This is an optimization exercise on Yosys and OpenROAD, whose aim is small area, a short achievable clock period and few clock cycles, not a production implementation. Function was checked by simulation only, so behaviour that the tests miss may differ from the original.

==> run H: inputs <==
## hash64_multiply_mix_64bit_words_top
module hash64_multiply_mix_64bit_words_top (
   input  wire logic        clock,
   input  wire logic        reset,
   input  wire logic        req_valid,
   output logic             req_stall,
   input  wire logic [63:0] req_key_word,
   input  wire logic [3:0]  req_word_bytes,
   input  wire logic        req_last_word,
   input  wire logic [30:0] req_total_length,
   output logic             rsp_valid,
   input  wire logic        rsp_stall,
   output logic [63:0]      rsp_hash_value,
   input  wire logic        csr_valid,
   output logic             csr_ready,
   input  wire logic [31:0] csr_hash_seed
);
export LEC_CHECK = 0
export CAP_MARGIN = 0
export CORE_MARGIN = 2
export CORE_UTILIZATION = 40
export SETUP_SLACK_MARGIN = 5
export SLEW_MARGIN = 0
export SYNTH_HIERARCHICAL = 1
create_clock -name core_clock -period 12.0 [get_ports {clock}]
run.sh (not shown) runs the stock make flow with config.mk's settings and CLKGATE_MAP_FILE= SYNTH_SCRIPT=/design/flow/synth_recipe.tcl, a recipe that flattens the netlist after the stock synthesis.
==> inputs of run A, as changes to run H <==
--- a/flow/design.v
+++ b/flow/design.v
@@ -1512,19 +1512,10 @@
    logic        tb_first_in, tb_last_in;
    logic [1:0]  tc_in;
    logic        key_open_in;
    logic [63:0] xb_in, xc_in;
    logic        produce;
-   localparam logic [1:0] U_PC   = 2'd0;
-   localparam logic [1:0] U_HASH = 2'd1;
-   localparam logic [1:0] U_SPB  = 2'd2;    
-   localparam logic [1:0] V_PB   = 2'd0;
-   localparam logic [1:0] V_XA   = 2'd1;
-   localparam logic [1:0] V_NONE = 2'd2;
-   logic [1:0]  u_sel, v_sel;
-   logic        mix_c, xc_we;
-   logic [63:0] spb, u_c, v_c, y_c;
    logic        end_mark;    
    assign end_mark = take && key_open_ff && w_empty;
    always_comb begin
       ta_in       = TA_NONE;
       ta_first_in = !key_open_ff;
@@ -1546,49 +1537,34 @@
          tb_in = TB_K2;
       end else if (take && !key_open_ff) begin
          xb_in = 64'(req_total_length);
          tb_in = w_full ? TB_LFULL : (w_empty ? TB_LEMPT : TB_LPART);
       end
-      tc_in  = tc_ff;
-      xc_we  = 1'b1;
-      u_sel  = U_PC;
-      v_sel  = V_PB;
-      mix_c  = 1'b0;
+      tc_in = tc_ff;
+      xc_in = xc_ff;
       if (tb_ff == TB_K2) begin
-         u_sel = tb_first_ff ? U_HASH : U_PC;
+         xc_in = (tb_first_ff ? hash_ff : pc) ^ pb;
          tc_in = (tb_last_ff || end_mark) ? TC_HEND : TC_H;
       end else if (tb_ff == TB_LPART) begin
-         u_sel = U_SPB;
-         v_sel = V_XA;
+         xc_in = 64'(seed_ff) ^ pb ^ xa_ff;
          tc_in = TC_HEND;
       end else if (tb_ff == TB_LEMPT) begin
-         u_sel = U_SPB;
-         v_sel = V_NONE;
-         mix_c = 1'b1;
+         xc_in = mix(64'(seed_ff) ^ pb);
          tc_in = TC_RES;
       end else if (ta_ff == TA_PART) begin
-         v_sel = V_XA;
+         xc_in = pc ^ xa_ff;
          tc_in = TC_HEND;
       end else if (tc_ff == TC_HEND) begin
-         v_sel = V_NONE;
-         mix_c = 1'b1;
+         xc_in = mix(pc);
          tc_in = TC_RES;
-      end else begin
-         xc_we = 1'b0;
-         if (tc_ff == TC_RES) begin
-            tc_in = TC_NONE;
-         end else if (end_mark) begin
-            tc_in = TC_HEND;
-         end
+      end else if (tc_ff == TC_RES) begin
+         tc_in = TC_NONE;
+      end else if (end_mark) begin
+         tc_in = TC_HEND;
       end
       produce = (tc_ff == TC_RES);
    end
-   assign spb   = 64'(seed_ff) ^ pb;
-   assign u_c   = (u_sel == U_PC) ? pc : ((u_sel == U_HASH) ? hash_ff : spb);
-   assign v_c   = (v_sel == V_PB) ? pb : ((v_sel == V_XA) ? xa_ff : 64'd0);
-   assign y_c   = u_c ^ v_c;
-   assign xc_in = mix_c ? mix(y_c) : y_c;
    always_ff @(posedge clock) begin
       if (reset) begin
          ta_ff        <= TA_NONE;
          tb_ff        <= TB_NONE;
          tc_ff        <= TC_NONE;
@@ -1614,17 +1590,15 @@
          ta_last_ff  <= ta_last_in;
          tb_first_ff <= tb_first_in;
          tb_last_ff  <= tb_last_in;
          xa_ff       <= mw;
          xb_ff       <= xb_in;
-         if (xc_we) begin
-            xc_ff <= xc_in;
-         end
+         xc_ff       <= xc_in;
          if (produce) begin
             hash_ff <= mix(pc);
          end else if (tb_ff == TB_LFULL) begin
-            hash_ff <= spb;
+            hash_ff <= 64'(seed_ff) ^ pb;
          end
       end
    end
    assign csr_ready      = 1'b1;
    assign rsp_valid      = rsp_valid_ff;
CAP_MARGIN = 20   (was 0)
SLEW_MARGIN = 20   (was 0)
==> summary.txt <==
- Run H completed without violations. Run A completed without violations.
- In run H the synthesized area is smaller than in run A, by about 2.2%.
- Against run A, the final area of run H is smaller by 0.31%.
- Of run H and run A, run A has the higher synthesized cell count (gap 6.2%, measured against run A).
- Sequential share of layout area is about the same in run H and run A.
- Die area: run H is smaller than run A (about 2.2%).
==> figures <==
item                                                    run A                    run H
Outcome                               complete, no violations  complete, no violations
Worst-Skew Late Latency                               0.66 ns                  0.68 ns
Antenna violations before repair                            4                        8
Mapped Cells                                             5911                     5543
Final area over synthesized area                       1.167x                   1.189x
Crit path from                            xc_ff[50]$_DFFE_PP_      xc_ff[14]$_DFFE_PP_
Synth Area in XOR/XNOR                                  4.85%                    3.82%
Final HPWL from detailed placement                     201 mm                   201 mm
Synth Cell Area                                   71500 sq um              69900 sq um
Met1 Routed Length                                     100 mm                  95.5 mm
Met3 Wirelength                                       22.0 mm                  22.8 mm
Crit path max fanout                                        6                        9
Post-layout net count                                    8819                     8555
Worst Clk Skew                                      0.0342 ns                0.0864 ns
Testbench counts of run H, summed over its fixed seeds: cycles 9,166.
Testbench counts of run A, summed over its fixed seeds: cycles 9,166.

========
==> job 2260: inputs <==
Another version of the RTL of hash64_multiply_mix_64bit_words_top (not shown whole).
==> module hash64_multiply_mix_64bit_words_top, before the edit <==
module hash64_multiply_mix_64bit_words_top (
   input  wire logic        clock,
   input  wire logic        reset,
   input  wire logic        req_valid,
   output logic             req_stall,
   input  wire logic [63:0] req_key_word,
   input  wire logic [3:0]  req_word_bytes,
   input  wire logic        req_last_word,
   input  wire logic [30:0] req_total_length,
   output logic             rsp_valid,
   input  wire logic        rsp_stall,
   output logic [63:0]      rsp_hash_value,
   input  wire logic        csr_valid,
   output logic             csr_ready,
   input  wire logic [31:0] csr_hash_seed
);
   localparam logic [3:0] ST_IDLE = 4'd0;   
   localparam logic [3:0] ST_WAIT = 4'd1;   
   localparam logic [3:0] ST_IA   = 4'd2;   
   localparam logic [3:0] ST_I    = 4'd3;   
   localparam logic [3:0] ST_A    = 4'd4;   
   localparam logic [3:0] ST_B    = 4'd5;   
   localparam logic [3:0] ST_C    = 4'd6;   
   localparam logic [3:0] ST_F    = 4'd7;   
   localparam logic [3:0] ST_WF   = 4'd8;   
   logic [3:0]  st_ff;
   logic        last_ff;     
   logic        empty_ff;    
   logic [63:0] x_ff;
   logic [63:0] hash_ff;
   logic [31:0] seed_ff;
   logic        rsp_valid_ff;
   logic [63:0] rsp_hash_ff;
   logic [63:0] p;
   h64mix_mul u_mul (
      .operand (x_ff),
      .product (p)
   );
   logic [3:0]  nb;
   logic [63:0] mw;
   logic        w_full, w_empty, w_ends;
   assign nb      = (req_word_bytes > 4'd8) ? 4'd8 : req_word_bytes;
   assign w_full  = (nb == 4'd8);
   assign w_empty = (nb == 4'd0);
   assign w_ends  = req_last_word || !w_full;
   always_comb begin
      for (int i = 0; i < 8; i++) begin
         mw[i*8 +: 8] = (4'(i) < nb) ? req_key_word[i*8 +: 8] : 8'h00;
      end
   end
   logic out_ok;
   assign out_ok = !rsp_valid_ff || !rsp_stall;
   logic can_take;
   logic take;
   always_comb begin
      case (st_ff)
         ST_IDLE, ST_WAIT: can_take = 1'b1;
         ST_C:             can_take = !last_ff;
         ST_F:             can_take = 1'b1;
         default:          can_take = 1'b0;
      endcase
   end
   assign req_stall = !can_take;
   assign take      = req_valid && can_take;
   logic        sel_p, sel_h, sel_w, sel_s, sel_l, sel_mix;
   logic [3:0]  st_in;
   logic        last_in, empty_in;
   logic        hash_we, hash_from_word, sel_hs;
   logic        produce;
   always_comb begin
      st_in          = st_ff;
      last_in        = last_ff;
      empty_in       = empty_ff;
      sel_p          = 1'b1;
      sel_h          = 1'b0;
      sel_w          = 1'b0;
      sel_s          = 1'b0;
      sel_l          = 1'b0;
      sel_mix        = 1'b1;
      hash_we        = 1'b0;
      hash_from_word = 1'b0;
      sel_hs         = 1'b0;
      produce        = 1'b0;
      case (st_ff)
         ST_IA: begin
            sel_p   = 1'b0;
            sel_h   = 1'b1;
            sel_mix = 1'b0;
            hash_we = 1'b1;
            sel_hs  = 1'b1;
            st_in   = ST_A;
         end
         ST_A: begin
            st_in = ST_B;
         end
         ST_B: begin
            sel_h   = 1'b1;
            sel_mix = 1'b0;
            st_in   = ST_C;
         end
         ST_I: begin
            sel_s = 1'b1;
            sel_h = 1'b1;
            if (empty_ff) begin
               if (out_ok) begin
                  st_in = ST_F;
               end else begin
                  hash_we = 1'b1;
                  sel_hs  = 1'b1;
                  st_in   = ST_WF;
               end
            end else begin
               sel_mix = 1'b0;
               st_in   = ST_C;
            end
         end
         ST_C: begin
            hash_we = 1'b1;
            if (last_ff) begin
               st_in = out_ok ? ST_F : ST_WF;
            end else begin
               st_in = ST_WAIT;
            end
         end
         ST_WF: begin
            sel_p = 1'b0;
            sel_h = 1'b1;
            if (out_ok) begin
               st_in = ST_F;
            end
         end
         ST_F: begin
            produce = 1'b1;
            st_in   = ST_IDLE;
         end
         default: begin
         end
      endcase
      if (take) begin
         last_in = w_ends;
         sel_s   = 1'b0;
         if (st_ff == ST_IDLE || st_ff == ST_F) begin
            empty_in       = w_empty;
            sel_p          = 1'b0;
            sel_h          = 1'b0;
            sel_l          = 1'b1;
            sel_mix        = 1'b0;
            hash_we        = 1'b1;
            hash_from_word = 1'b1;
            st_in          = w_full ? ST_IA : ST_I;
         end else begin
            sel_w    = 1'b1;
            sel_p    = (st_ff == ST_C);
            sel_h    = (st_ff != ST_C);
            sel_mix  = 1'b0;
            if (w_full) begin
               sel_p = 1'b0;
               sel_h = 1'b0;
               st_in = ST_A;
            end else if (w_empty) begin
               sel_w = 1'b0;
               st_in = ST_WF;
            end else begin
               st_in = ST_C;
            end
         end
      end
   end
   logic [63:0] y;
   logic [63:0] x_in;
   assign y    = (p & {64{sel_p}}) ^ (hash_ff & {64{sel_h}}) ^ (mw & {64{sel_w}})
               ^ (64'(seed_ff) & {64{sel_s}}) ^ (64'(req_total_length) & {64{sel_l}});
   assign x_in = sel_mix ? (y ^ (y >> 47)) : y;
   always_ff @(posedge clock) begin
      if (reset) begin
         st_ff        <= ST_IDLE;
         seed_ff      <= '0;
         rsp_valid_ff <= 1'b0;
      end else begin
         st_ff        <= st_in;
         rsp_valid_ff <= produce || (rsp_valid_ff && rsp_stall);
         if (csr_valid) begin
            seed_ff <= csr_hash_seed;
         end
      end
   end
   always_ff @(posedge clock) begin
      last_ff  <= last_in;
      empty_ff <= empty_in;
      x_ff     <= x_in;
      if (hash_we) begin
         hash_ff <= hash_from_word ? mw : (p ^ (64'(seed_ff) & {64{sel_hs}}));
      end
      if (produce) begin
         rsp_hash_ff <= p ^ (p >> 47);
      end
   end
   assign csr_ready      = 1'b1;
   assign rsp_valid      = rsp_valid_ff;
   assign rsp_hash_value = rsp_hash_ff;
endmodule
==> flow/config.mk <==
export PLATFORM = sky130hd
export DESIGN_NAME = hash64_multiply_mix_64bit_words_top
export DESIGN_NICKNAME = hash64_multiply_mix_64bit_words_top
export VERILOG_FILES = /design/flow/design.v
export SDC_FILE = /design/flow/constraint.sdc
export NUM_CORES = 4
export LEC_CHECK = 0
export CAP_MARGIN = 20
export CORE_MARGIN = 2
export CORE_UTILIZATION = 60
export SETUP_SLACK_MARGIN = 5
export SLEW_MARGIN = 20
export SYNTH_HIERARCHICAL = 1
==> flow/constraint.sdc <==
create_clock -name core_clock -period 12.0 [get_ports {clock}]
set_input_delay 2.4000 -clock core_clock [delete_from_list [all_inputs] [get_ports {clock}]]
set_output_delay 2.4000 -clock core_clock [all_outputs]
set_load 0.01 [all_outputs]
==> inputs of job 3237, as changes to job 2260 <==
--- a/flow/design.v
+++ b/flow/design.v
@@ -1450,18 +1450,19 @@
    input  wire logic [31:0] csr_hash_seed
 );
-   localparam logic [3:0] ST_IDLE = 4'd0;   
-   localparam logic [3:0] ST_WAIT = 4'd1;   
-   localparam logic [3:0] ST_IA   = 4'd2;   
-   localparam logic [3:0] ST_I    = 4'd3;   
-   localparam logic [3:0] ST_A    = 4'd4;   
-   localparam logic [3:0] ST_B    = 4'd5;   
-   localparam logic [3:0] ST_C    = 4'd6;   
-   localparam logic [3:0] ST_F    = 4'd7;   
-   localparam logic [3:0] ST_WF   = 4'd8;   
-   logic [3:0]  st_ff;
+   localparam logic [2:0] ST_IDLE = 3'd0;   
+   localparam logic [2:0] ST_WAIT = 3'd1;   
+   localparam logic [2:0] ST_A    = 3'd2;   
+   localparam logic [2:0] ST_B    = 3'd3;   
+   localparam logic [2:0] ST_I    = 3'd4;   
+   localparam logic [2:0] ST_C    = 3'd5;   
+   localparam logic [2:0] ST_F    = 3'd6;   
+   localparam logic [2:0] ST_WF   = 3'd7;   
+   logic [2:0]  st_ff;
+   logic        first_ff;    
    logic        last_ff;     
    logic        empty_ff;    
    logic [63:0] x_ff;
    logic [63:0] hash_ff;
+   logic [30:0] len_ff;
    logic [31:0] seed_ff;
    logic        rsp_valid_ff;
@@ -1498,11 +1499,13 @@
    assign req_stall = !can_take;
    assign take      = req_valid && can_take;
-   logic        sel_p, sel_h, sel_w, sel_s, sel_l, sel_mix;
-   logic [3:0]  st_in;
-   logic        last_in, empty_in;
-   logic        hash_we, hash_from_word, sel_hs;
+   logic        sel_p, sel_h, sel_w, sel_s, sel_l, sel_mix, len_from_req;
+   logic [2:0]  st_in;
+   logic        first_in, last_in, empty_in;
+   logic        hash_we, hash_from_word;
+   logic        len_we;
    logic        produce;
    always_comb begin
       st_in          = st_ff;
+      first_in       = first_ff;
       last_in        = last_ff;
       empty_in       = empty_ff;
@@ -1513,28 +1516,28 @@
       sel_l          = 1'b0;
       sel_mix        = 1'b1;
+      len_from_req   = 1'b0;
       hash_we        = 1'b0;
       hash_from_word = 1'b0;
-      sel_hs         = 1'b0;
+      len_we         = 1'b0;
       produce        = 1'b0;
       case (st_ff)
-         ST_IA: begin
-            sel_p   = 1'b0;
-            sel_h   = 1'b1;
-            sel_mix = 1'b0;
-            hash_we = 1'b1;
-            sel_hs  = 1'b1;
-            st_in   = ST_A;
-         end
          ST_A: begin
             st_in = ST_B;
          end
          ST_B: begin
-            sel_h   = 1'b1;
-            sel_mix = 1'b0;
-            st_in   = ST_C;
+            if (first_ff) begin
+               hash_we = 1'b1;
+               sel_p   = 1'b0;
+               sel_l   = 1'b1;
+               sel_mix = 1'b0;
+               st_in   = ST_I;
+            end else begin
+               sel_h   = 1'b1;
+               sel_mix = 1'b0;
+               st_in   = ST_C;
+            end
          end
          ST_I: begin
             sel_s = 1'b1;
-            sel_h = 1'b1;
             if (empty_ff) begin
                if (out_ok) begin
@@ -1542,8 +1545,8 @@
                end else begin
                   hash_we = 1'b1;
-                  sel_hs  = 1'b1;
                   st_in   = ST_WF;
                end
             end else begin
+               sel_h   = 1'b1;
                sel_mix = 1'b0;
                st_in   = ST_C;
@@ -1574,16 +1577,25 @@
       if (take) begin
          last_in = w_ends;
+         sel_w   = 1'b1;
          sel_s   = 1'b0;
          if (st_ff == ST_IDLE || st_ff == ST_F) begin
-            empty_in       = w_empty;
-            sel_p          = 1'b0;
-            sel_h          = 1'b0;
-            sel_l          = 1'b1;
-            sel_mix        = 1'b0;
-            hash_we        = 1'b1;
-            hash_from_word = 1'b1;
-            st_in          = w_full ? ST_IA : ST_I;
+            first_in = 1'b1;
+            empty_in = w_empty;
+            sel_p    = 1'b0;
+            sel_h    = 1'b0;
+            sel_mix  = 1'b0;
+            if (w_full) begin
+               len_we = 1'b1;
+               st_in  = ST_A;
+            end else begin
+               sel_w          = 1'b0;
+               sel_l          = 1'b1;
+               len_from_req   = 1'b1;
+               hash_we        = 1'b1;
+               hash_from_word = 1'b1;
+               st_in          = ST_I;
+            end
          end else begin
-            sel_w    = 1'b1;
+            first_in = 1'b0;
             sel_p    = (st_ff == ST_C);
             sel_h    = (st_ff != ST_C);
@@ -1594,5 +1606,4 @@
                st_in = ST_A;
             end else if (w_empty) begin
-               sel_w = 1'b0;
                st_in = ST_WF;
             end else begin
@@ -1602,9 +1613,11 @@
       end
    end
+   logic [30:0] len_v;
    logic [63:0] y;
    logic [63:0] x_in;
-   assign y    = (p & {64{sel_p}}) ^ (hash_ff & {64{sel_h}}) ^ (mw & {64{sel_w}})
-               ^ (64'(seed_ff) & {64{sel_s}}) ^ (64'(req_total_length) & {64{sel_l}});
-   assign x_in = sel_mix ? (y ^ (y >> 47)) : y;
+   assign len_v = len_from_req ? req_total_length : len_ff;
+   assign y     = (p & {64{sel_p}}) ^ (hash_ff & {64{sel_h}}) ^ (mw & {64{sel_w}})
+                ^ (64'(seed_ff) & {64{sel_s}}) ^ (64'(len_v) & {64{sel_l}});
+   assign x_in  = sel_mix ? (y ^ (y >> 47)) : y;
    always_ff @(posedge clock) begin
       if (reset) begin
@@ -1621,9 +1634,13 @@
    end
    always_ff @(posedge clock) begin
+      first_ff <= first_in;
       last_ff  <= last_in;
       empty_ff <= empty_in;
       x_ff     <= x_in;
       if (hash_we) begin
-         hash_ff <= hash_from_word ? mw : (p ^ (64'(seed_ff) & {64{sel_hs}}));
+         hash_ff <= hash_from_word ? mw : (p ^ (64'(seed_ff) & {64{st_ff == ST_I}}));
+      end
+      if (len_we) begin
+         len_ff <= req_total_length;
       end
       if (produce) begin
Settings changed: CORE_UTILIZATION 60 to 40, SETUP_SLACK_MARGIN 5 to default.
==> summary of the runs <==
Maximum frequency: job 2260 is larger than job 3237 (24%).
Against job 2260, the register-to-register slack of job 3237 is lower by 1700 ps.
Of job 3237 and job 2260, job 2260 has the higher first-iteration DRC count (gap about 22%, measured against job 2260).
Between job 2260 and job 3237, the lower hold slack is in job 3237 (gap 7.3 ps).
Between job 3237 and job 2260, the lower sequential share of layout area is in job 2260 (gap 2.4 points).
Of job 3237 and job 2260, job 2260 has the higher setup slack (gap 1700 ps).
Testbench counts of job 2260, summed over its fixed seeds: cycles 23,636.
Testbench counts of job 3237, summed over its fixed seeds: cycles 23,636.

## static timing again, ports no longer ideal
In the flow no input, the clock included, has a driving cell. The finished layouts below were timed again as built, in two steps. Step 1, drivers: a clkbuf_16 drives clock and a buf_2 each remaining input, both assumed. Step 2 adds t to the input delays and takes it off the output delays; t is the mean of the earliest and latest rising clock arrival at the registers after step 1. Input paths then give back, and output paths get back, about the clock's delay inside the block. Three values: ideal ports, drivers, drivers and shift; two values: the first two.
run	t (ns)	setup slack, ns	hold slack, ns	worst slew at a driven data input, ns
run H	0.722	4.708 / 4.708 / 4.708	0.419 / 0.419 / 0.419	0.08
run A	0.719	4.978 / 4.978 / 4.978	0.409 / 0.409 / 0.409	0.09
job 2260	0.657	5.106 / 5.106 / 5.106	0.522 / 0.522 / 0.522	0.08
job 3237	0.631	3.430 / 3.430 / 3.430	0.515 / 0.515 / 0.515	0.07
After both steps setup and hold are still met in every run listed.
